This design comes from an exercise in tuning for small area on the open sky130 flow, not from production work. At most, simulation tests tie the RTL to the original design; equivalence was not proved. Power and IR drop assume default switching activity.

==> flow/design.v <==
`default_nettype none
package tinyrv1_pkg;
  localparam logic [31:0] reset_pc = 32'h0000_0200;
  localparam int unsigned reg_aw  = 5;    
  localparam int unsigned rd_lsb  = 7;
  localparam int unsigned rs1_lsb = 15;
  localparam int unsigned rs2_lsb = 20;
  localparam logic [31:0] op_add  = 32'b0000000_?????_?????_000_?????_0110011;
  localparam logic [31:0] op_addi = 32'b????????????_?????_000_?????_0010011;
  localparam logic [31:0] op_mul  = 32'b0000001_?????_?????_000_?????_0110011;
  localparam logic [31:0] op_lw   = 32'b????????????_?????_010_?????_0000011;
  localparam logic [31:0] op_sw   = 32'b???????_?????_?????_010_?????_0100011;
  localparam logic [31:0] op_jal  = 32'b????????????????????_?????_1101111;
  localparam logic [31:0] op_jr   = 32'b000000000000_?????_000_00000_1100111;  
  localparam logic [31:0] op_bne  = 32'b???????_?????_?????_001_?????_1100011;
  typedef struct packed {
    logic add;
    logic addi;
    logic mul;
    logic lw;
    logic sw;
    logic jal;
    logic jr;
    logic bne;
  } op_class_t;
  typedef enum logic [1:0] {
    imm_i,
    imm_s,
    imm_j,
    imm_b
  } imm_type_e;
  typedef enum logic [1:0] {
    pc_plus4,
    pc_jal,    
    pc_jr,     
    pc_br      
  } pc_sel_e;
  typedef enum logic [1:0] {
    byp_rf,
    byp_x,
    byp_m,
    byp_w
  } byp_sel_e;
  typedef enum logic {wb_result, wb_load} wb_sel_e;
  typedef enum logic {res_alu, res_mul} result_sel_e;
  typedef enum logic {op2_rf, op2_imm} op2_sel_e;
  typedef enum logic {op1_rf, op1_pc} op1_sel_e;    
  typedef enum logic {mem_read, mem_write} mem_type_e;
endpackage
`default_nettype wire
`default_nettype none
import tinyrv1_pkg::*;
module proc_decode (
  input  logic [31:0]            inst,
  output tinyrv1_pkg::op_class_t cls
);
  always_comb begin
    cls = '0;
    casez (inst)
      op_add:  cls.add  = 1'b1;
      op_addi: cls.addi = 1'b1;
      op_mul:  cls.mul  = 1'b1;
      op_lw:   cls.lw   = 1'b1;
      op_sw:   cls.sw   = 1'b1;
      op_jal:  cls.jal  = 1'b1;
      op_jr:   cls.jr   = 1'b1;
      op_bne:  cls.bne  = 1'b1;
      default: ;
    endcase
  end
endmodule
`default_nettype wire
`default_nettype none
module proc_regfile (
  input  logic       clk,
  input  logic [4:0] raddr0,
  output logic       rbit0,
  input  logic [4:0] raddr1,
  output logic       rbit1,
  input  logic       wen,
  input  logic [4:0] waddr,
  input  logic       wbit
);
  logic [31:0] tap;
  assign tap[0] = 1'b0;    
  for (genvar r = 1; r < 32; r++) begin : g_reg
    logic [31:0] q;
    always_ff @(posedge clk) begin
      q <= {(wen && waddr == 5'(r)) ? wbit : q[0], q[31:1]};
    end
    assign tap[r] = q[0];
  end
  assign rbit0 = tap[raddr0];
  assign rbit1 = tap[raddr1];
endmodule
`default_nettype wire
`default_nettype none
import tinyrv1_pkg::*;
module proc (
  input  logic        clk,
  input  logic        rst,
  output logic        imemreq_val,
  output logic [31:0] imemreq_addr,
  input  logic [31:0] imemresp_data,
  output logic        dmemreq_val,
  output logic        dmemreq_type,    
  output logic [31:0] dmemreq_addr,
  output logic [31:0] dmemreq_wdata,
  input  logic [31:0] dmemresp_rdata
);
  logic [4:0]  ph;
  logic [1:0]  pass;
  logic        init;
  logic [31:1] pc;
  logic [31:0] s;
  logic [31:0] w;
  logic        cx;       
  logic        cp;       
  logic        diff;     
  logic [31:0] inst;
  tinyrv1_pkg::op_class_t cls;
  logic        other;
  logic        last_ph;
  logic        first_ph;
  assign inst     = imemresp_data;
  assign last_ph  = (ph == 5'd31);
  assign first_ph = (ph == 5'd0);
  proc_decode decode_i (.inst(inst), .cls(cls));
  assign other = !(cls.add | cls.addi | cls.mul | cls.lw | cls.sw | cls.jal | cls.jr | cls.bne);
  logic a;         
  logic b;         
  logic pcb;       
  logic four;      
  logic imm;       
  logic wbit;
  logic wen;
  proc_regfile rf_i (
    .clk    (clk),
    .raddr0 (inst[19:15]),
    .rbit0  (a),
    .raddr1 (inst[24:20]),
    .rbit1  (b),
    .wen    (wen),
    .waddr  (inst[11:7]),
    .wbit   (wbit)
  );
  assign pcb  = first_ph ? 1'b0 : pc[ph];
  assign four = (ph == 5'd2);
  always_comb begin
    imm = inst[31];
    if (cls.jal) begin
      if (first_ph)        imm = 1'b0;
      else if (ph < 5'd11) imm = inst[5'd20 + ph];
      else if (ph == 5'd11) imm = inst[20];
      else if (ph < 5'd20) imm = inst[ph];
    end else if (cls.bne) begin
      if (first_ph)        imm = 1'b0;
      else if (ph < 5'd5)  imm = inst[5'd7 + ph];
      else if (ph < 5'd11) imm = inst[5'd20 + ph];
      else if (ph == 5'd11) imm = inst[7];
    end else if (cls.sw) begin
      if (ph < 5'd5)       imm = inst[5'd7 + ph];
      else if (ph < 5'd12) imm = inst[5'd20 + ph];
    end else begin
      if (ph < 5'd12)      imm = inst[5'd20 + ph];
    end
  end
  logic xa, xb, xsum, xco;
  logic pb, psum, pco;
  logic xci, pci;
  assign xa  = cls.jal ? pcb : a;
  assign xb  = cls.add ? b : cls.jal ? four : imm;
  assign xci = first_ph ? 1'b0 : cx;
  assign {xco, xsum} = xa + xb + xci;
  assign pb  = (cls.jal || (cls.bne && pass == 2'd0)) ? imm : four;
  assign pci = first_ph ? 1'b0 : cp;
  assign {pco, psum} = pcb + pb + pci;
  always_ff @(posedge clk) begin
    cx <= xco;
    cp <= pco;
  end
  logic taken;
  logic done;      
  logic mul_en;    
  assign taken = (first_ph ? 1'b0 : diff) | (a ^ b);
  always_ff @(posedge clk) diff <= taken;
  always_comb begin
    if (init)
      done = 1'b1;
    else case (pass)
      2'd0:    done = cls.add | cls.addi | cls.jal | cls.jr | other | (cls.bne & taken);
      2'd1:    done = cls.lw | cls.sw | cls.bne;
      default: done = 1'b1;
    endcase
  end
  always_ff @(posedge clk) begin
    if (rst) begin
      ph   <= 5'd0;
      pass <= 2'd0;
      init <= 1'b1;
    end else begin
      ph <= ph + 5'd1;
      if (last_ph) begin
        pass <= done ? 2'd0 : pass + 2'd1;
        init <= 1'b0;
      end
    end
  end
  assign mul_en = !init && cls.mul && pass == 2'd1;
  logic mul_out;
  always_comb begin
    wen  = 1'b0;
    wbit = xsum;
    if (!init) begin
      if (pass == 2'd0 && (cls.add | cls.addi | cls.jal)) wen = 1'b1;
      if (pass == 2'd1 && cls.lw)  begin wen = 1'b1; wbit = dmemresp_rdata[ph]; end
      if (pass == 2'd1 && cls.mul) begin wen = 1'b1; wbit = mul_out; end
    end
  end
  logic s_in;
  always_comb begin
    if (init)                         s_in = (ph == 5'd9);    
    else if (cls.mul && pass != 2'd2) s_in = 1'b0;
    else if (cls.sw && pass == 2'd0)  s_in = b;
    else if (cls.jr)                  s_in = a & !first_ph;
    else                              s_in = psum;
  end
  localparam int G = 8;
  logic [31:0] pp;
  logic [31:0] sig;
  logic [31:0] s_nx;
  logic [3:0]  ci;
  logic [3:0]  co;
  assign pp = (mul_en && a) ? w : 32'd0;
  always_comb begin
    logic cy;
    for (int g = 0; g < 32 / G; g++) begin
      cy = (g == 0) ? 1'b0 : ci[g];
      for (int i = g * G; i < g * G + G; i++) begin
        sig[i] = s[i] ^ pp[i] ^ cy;
        cy     = (s[i] & pp[i]) | (s[i] & cy) | (pp[i] & cy);
      end
      co[g] = cy;
    end
  end
  always_comb begin
    s_nx = {s_in, sig[31:1]};
    for (int g = 0; g < 32 / G - 1; g++)
      s_nx[g * G + G - 1] = sig[g * G + G] ^ co[g];
  end
  always_ff @(posedge clk) begin
    ci[0] <= 1'b0;
    for (int g = 1; g < 32 / G; g++)
      ci[g] <= mul_en & sig[g * G] & co[g - 1];
  end
  assign mul_out = sig[0];
  always_ff @(posedge clk) begin
    s <= s_nx;
  end
  logic w_hold;
  logic w_in;
  assign w_hold = mul_en || (!init && cls.lw && (pass == 2'd1 || last_ph));
  assign w_in   = cls.mul ? b : xsum;
  always_ff @(posedge clk) begin
    if (!w_hold) w <= {w_in, w[31:1]};
  end
  always_ff @(posedge clk) begin
    if (last_ph && done) pc <= {s_in, s[31:2]};
  end
  assign imemreq_val  = 1'b1;
  assign imemreq_addr = {pc, 1'b0};
  assign dmemreq_val   = !init && ((cls.sw && pass == 2'd0 && last_ph) || (cls.lw && pass == 2'd1));
  assign dmemreq_type  = cls.sw;
  assign dmemreq_addr  = {w_in, w[31:1]};
  assign dmemreq_wdata = {s_in, s[31:1]};
endmodule
`default_nettype wire
Settings: LEC_CHECK=0, CAP_MARGIN=20, CORE_MARGIN=2, CORE_UTILIZATION=60, CTS_BUF_LIST=sky130_fd_sc_hd__clkbuf_8, CTS_CLUSTER_DIAMETER=80, CTS_CLUSTER_SIZE=20, SLEW_MARGIN=20; clock period 10.0 ns.
run.sh (not shown) runs the stock make flow with config.mk's settings and CLKGATE_MAP_FILE= SYNTH_SCRIPT=/design/flow/synth_recipe.tcl, a recipe that flattens the netlist after the stock synthesis.
The first run passed the timing, design-rule and antenna checks.
Edit:
--- a/flow/design.v
+++ b/flow/design.v
@@ -114,6 +114,7 @@
   logic [31:1] pc;
   logic [31:0] s;
   logic [31:0] w;
+  logic [30:0] c;        
   logic        cx;       
   logic        cp;       
   logic        diff;     
@@ -225,37 +226,21 @@
     else if (cls.jr)                  s_in = a & !first_ph;
     else                              s_in = psum;
   end
-  localparam int G = 8;
   logic [31:0] pp;
-  logic [31:0] sig;
-  logic [31:0] s_nx;
-  logic [3:0]  ci;
-  logic [3:0]  co;
+  logic [31:0] cc;
+  logic [31:0] sum;
   assign pp = (mul_en && a) ? w : 32'd0;
-  always_comb begin
-    logic cy;
-    for (int g = 0; g < 32 / G; g++) begin
-      cy = (g == 0) ? 1'b0 : ci[g];
-      for (int i = g * G; i < g * G + G; i++) begin
-        sig[i] = s[i] ^ pp[i] ^ cy;
-        cy     = (s[i] & pp[i]) | (s[i] & cy) | (pp[i] & cy);
-      end
-      co[g] = cy;
-    end
-  end
-  always_comb begin
-    s_nx = {s_in, sig[31:1]};
-    for (int g = 0; g < 32 / G - 1; g++)
-      s_nx[g * G + G - 1] = sig[g * G + G] ^ co[g];
-  end
-  always_ff @(posedge clk) begin
-    ci[0] <= 1'b0;
-    for (int g = 1; g < 32 / G; g++)
-      ci[g] <= mul_en & sig[g * G] & co[g - 1];
-  end
-  assign mul_out = sig[0];
-  always_ff @(posedge clk) begin
-    s <= s_nx;
+  assign cc = {1'b0, c};
+  for (genvar i = 0; i < 32; i++) begin : g_mul
+    assign sum[i] = s[i] ^ cc[i] ^ pp[i];
+  end
+  always_ff @(posedge clk) begin
+    for (int i = 0; i < 31; i++)
+      c[i] <= mul_en & ((s[i] & cc[i]) | (s[i] & pp[i]) | (cc[i] & pp[i]));
+  end
+  assign mul_out = sum[0];
+  always_ff @(posedge clk) begin
+    s <= {s_in, sum[31:1]};
   end
   logic w_hold;
   logic w_in;
Outcome:
- count of clock-buffer cells in the layout is higher by 6
- setup slack improved by 0.15 ns
- total power is higher by 3.9%
- clock power is higher by about 6%
- global-route usage is higher by 0.51 points
- die area is higher by 2.8%
- critical path depth is lower by 3
- flip-flop and latch count is higher by 28
No functional check of the RTL was part of the second run of this note.

==> port drivers added, routing unchanged <==
The flow's constraints put no driver on any port. The routed layouts listed below were extracted and timed again, unchanged, in two steps. Step 1: set_driving_cell puts a clkbuf_16 on clk and a buf_2 on each other input, an assumption about the parent block. Step 2 adds t to the input delays and takes it off the output delays; t is the mean of the earliest and latest rising clock arrival at the registers after step 1. Input paths then give back, and output paths get back, about the clock's delay inside the block. Three values: no drivers, after step 1, after step 2; two values: the first two.
| run | t (ns) | slack for setup (ns) | latest minus earliest clock arrival (ns) | slew at the worst register clock pin (ns) |
|---|---|---|---|---|
| the first run | 0.718 | 1.830 / 1.752 / 1.667 | 0.030 / 0.030 | 0.12 / 0.12 |
| the second run | 0.704 | 1.982 / 1.902 / 1.902 | 0.032 / 0.032 | 0.12 / 0.12 |
After both steps every run listed still meets setup and hold. For the first run, which loses most, drivers alone change the setup slack by -0.078 ns; drivers and shift together by -0.163 ns.
